Background: an optimization exercise with open tools, aiming at small area and a short achievable clock period. Do not read the settings as production practice. Only simulation tests tie the RTL to the original design; equivalence was not proved. No activity file was given, so power comes from the tool's default toggle rates.

old:
// fir_chip
module fir_chip (
   input  logic                   clock,
   input  logic                   arst_n,
   input  logic                   psel,
   input  logic                   penable,
   input  logic                   pwrite,
   input  logic [8-1:0] paddr,
   input  logic [32-1:0] pwdata,
   output logic [32-1:0] prdata,
   output logic                   pready,
   output logic                   pslverr,
   input  logic                   in_valid,
   input  logic [16-1:0] in_data,
   output logic                   out_valid,
   output logic [16-1:0] out_data
);
Size in the first run: ~4000 cells after synthesis, roughly 440 flip-flops, ~0.045 mm² of cells after synthesis.
==> module fir_regs, before the edit <==
module fir_regs (
   input  logic                                     clock,
   input  logic                                     arst_n,
   input  fir_pkg::apb_req_t                        req,
   output fir_pkg::apb_rsp_t                        rsp,
   output logic [4-1:0][18/2-1:0] cneg,
   output logic [4-1:0][18/2-1:0] cone,
   output logic [4-1:0][18/2-1:0] ctwo,
   output fir_pkg::slice_mode_t                     mode
);
   localparam int H      = 4;
   localparam int CW     = 18;
   localparam int ND     = 18 / 2;
   localparam int DATA_W = 32;
   localparam int MODE_W = 2;    
   logic              access;     
   logic              wr_en;
   logic              rd_en;
   logic              mode_sel;
   logic [H-1:0]      coef_sel;   
   logic              mapped;
   assign access = req.psel & req.penable;
   assign wr_en  = access & req.pwrite;
   assign rd_en  = access & ~req.pwrite;
   always_comb begin
      mode_sel = (req.paddr == 8'h00);
      for (int k = 0; k < H; k++)
         coef_sel[k] = (req.paddr == 8'(8'h10 + 4 * k));
   end
   assign mapped = mode_sel | (|coef_sel);
   logic [ND-1:0] wneg, wone, wtwo;
   always_comb begin
      logic [CW:0] bx;
      bx = {req.pwdata[CW-1:0], 1'b0};
      for (int i = 0; i < ND; i++) begin
         wneg[i] = bx[2*i+2];
         wone[i] = bx[2*i+1] ^ bx[2*i];
         wtwo[i] = (bx[2*i+2] & ~bx[2*i+1] & ~bx[2*i]) | (~bx[2*i+2] & bx[2*i+1] & bx[2*i]);
      end
   end
   always_ff @(posedge clock or negedge arst_n) begin
      if (!arst_n) begin
         mode <= '0;
         cneg <= '0;    
         cone <= '0;
         ctwo <= '0;
      end else if (wr_en) begin
         if (mode_sel)
            mode <= fir_pkg::slice_mode_t'(req.pwdata[MODE_W-1:0]);
         for (int k = 0; k < H; k++) begin
            if (coef_sel[k]) begin    
               cneg[k] <= wneg;
               cone[k] <= wone;
               ctwo[k] <= wtwo;
            end
         end
      end
   end
   logic [H-1:0][CW-1:0] coef;
   always_comb begin
      for (int k = 0; k < H; k++)
         for (int i = 0; i < ND; i++) begin
            coef[k][2*i+1] = cneg[k][i];
            coef[k][2*i]   = cone[k][i] ^ ((i == 0) ? 1'b0 : cneg[k][i-1]);
         end
   end
   logic          rd_any;     
   logic [CW-1:0] rd_coef;    
   logic [CW-1:0] rd_word;    
   assign rd_any = rd_en & ~|req.paddr[7:5] & ~|req.paddr[1:0];
   always_comb begin
      rd_coef = coef[req.paddr[3:2]];
      rd_word = '0;
      if (req.paddr[4])
         rd_word = rd_coef;
      else if (req.paddr[3:2] == 2'b00)
         rd_word[MODE_W-1:0] = mode;
   end
   assign rsp.prdata  = {(DATA_W){rd_any}} & {{(DATA_W - CW){rd_word[CW-1]}}, rd_word};
   assign rsp.pready  = 1'b1;
   assign rsp.pslverr = access & ~mapped;
endmodule
clock: 10.5 ns
lec_check: 0
abc_area: 1
cap_margin: 20
core_margin: 2
core_utilization: 40
cts_buf_list: sky130_fd_sc_hd__clkbuf_4 sky130_fd_sc_hd__clkbuf_8
setup_slack_margin: 5.0
slew_margin: 20
synth_hierarchical: 1
run.sh (not shown) runs the stock make flow with config.mk's settings and CLKGATE_MAP_FILE= SYNTH_SCRIPT=/design/flow/synth_recipe.tcl, a recipe that flattens the netlist after the stock synthesis.
For new, these inputs were changed with respect to old:
--- a/flow/design.v
+++ b/flow/design.v
@@ -1395,21 +1395,20 @@
             coef[k][2*i+1] = cneg[k][i];
             coef[k][2*i]   = cone[k][i] ^ ((i == 0) ? 1'b0 : cneg[k][i-1]);
          end
    end
-   logic          rd_any;     
-   logic [CW-1:0] rd_coef;    
-   logic [CW-1:0] rd_word;    
-   assign rd_any = rd_en & ~|req.paddr[7:5] & ~|req.paddr[1:0];
+   logic              rsel_mode;
+   logic [H-1:0]      rsel_coef;
+   logic [CW-1:0]     rd_coef;
+   assign rsel_mode = rd_en & mode_sel;
+   assign rsel_coef = {H{rd_en}} & coef_sel;
    always_comb begin
-      rd_coef = coef[req.paddr[3:2]];
-      rd_word = '0;
-      if (req.paddr[4])
-         rd_word = rd_coef;
-      else if (req.paddr[3:2] == 2'b00)
-         rd_word[MODE_W-1:0] = mode;
+      rd_coef = '0;
+      for (int k = 0; k < H; k++)
+         rd_coef = rd_coef | ({CW{rsel_coef[k]}} & coef[k]);
    end
-   assign rsp.prdata  = {(DATA_W){rd_any}} & {{(DATA_W - CW){rd_word[CW-1]}}, rd_word};
+   assign rsp.prdata  = {{(DATA_W - CW){rd_coef[CW-1]}}, rd_coef[CW-1:MODE_W],
+                         rd_coef[MODE_W-1:0] | ({MODE_W{rsel_mode}} & mode)};
    assign rsp.pready  = 1'b1;
    assign rsp.pslverr = access & ~mapped;
 endmodule
 `timescale 1ns/1ps
[summary]
- new ended with every stage complete and zero timing, DRC or antenna violations.
- new reports a higher proportion of final cell area spent on non-clock buffers than old does.
- Die extent in x, old and new: higher on old
- Sort old and new by count of clock buffers in the final design, ascending, and old comes first.
- Compared with old, new shows a transition time of the tightest slew-check pin that is 33 ps lower.
- Routed length on met2 (new vs. old) decreases slightly
- Floorplan check, new vs old: die outline smaller in new
- new vs old: post-detailed-route via-to-cell ratio up slightly
- Worst hold slack (new over old): decrease, 4.3 ps
- Diff old -> new: power level, first-pass GRT wire length lost 1.2%, final area essentially unchanged.
- Taking new as 1.0, old lands at 0.896 on total of plain and repair buffers excluding clock buffers.

port drivers added, routing unchanged:
In the flow no input, the clock included, has a driving cell. The finished layouts below were timed again as built, in two steps. Step 1 (the two cells are an assumption about what drives the block):
set clk [get_ports {clock}]
set_driving_cell -lib_cell sky130_fd_sc_hd__clkbuf_16 $clk
set_driving_cell -lib_cell sky130_fd_sc_hd__buf_2 [delete_from_list [all_inputs] $clk]
Step 2 adds t to the input delays and takes it off the output delays; t is the mean of the earliest and latest rising clock arrival at the registers after step 1. Input paths then give back, and output paths get back, about the clock's delay inside the block. Slacks: no drivers / after step 1 / after step 2; pairs: no drivers / after step 1.
run | t (ns) | slack for setup (ns) | hold slack, ns
old | 0.778 | 5.029 / 5.009 / 5.009 | 0.416 / 0.416 / 0.416
new | 0.784 | 4.990 / 4.957 / 4.957 | 0.411 / 0.411 / 0.411
After both steps every run listed still meets setup and hold. The setup slack of new, which loses most, moves by -0.033 ns with the drivers and by -0.033 ns with both steps.
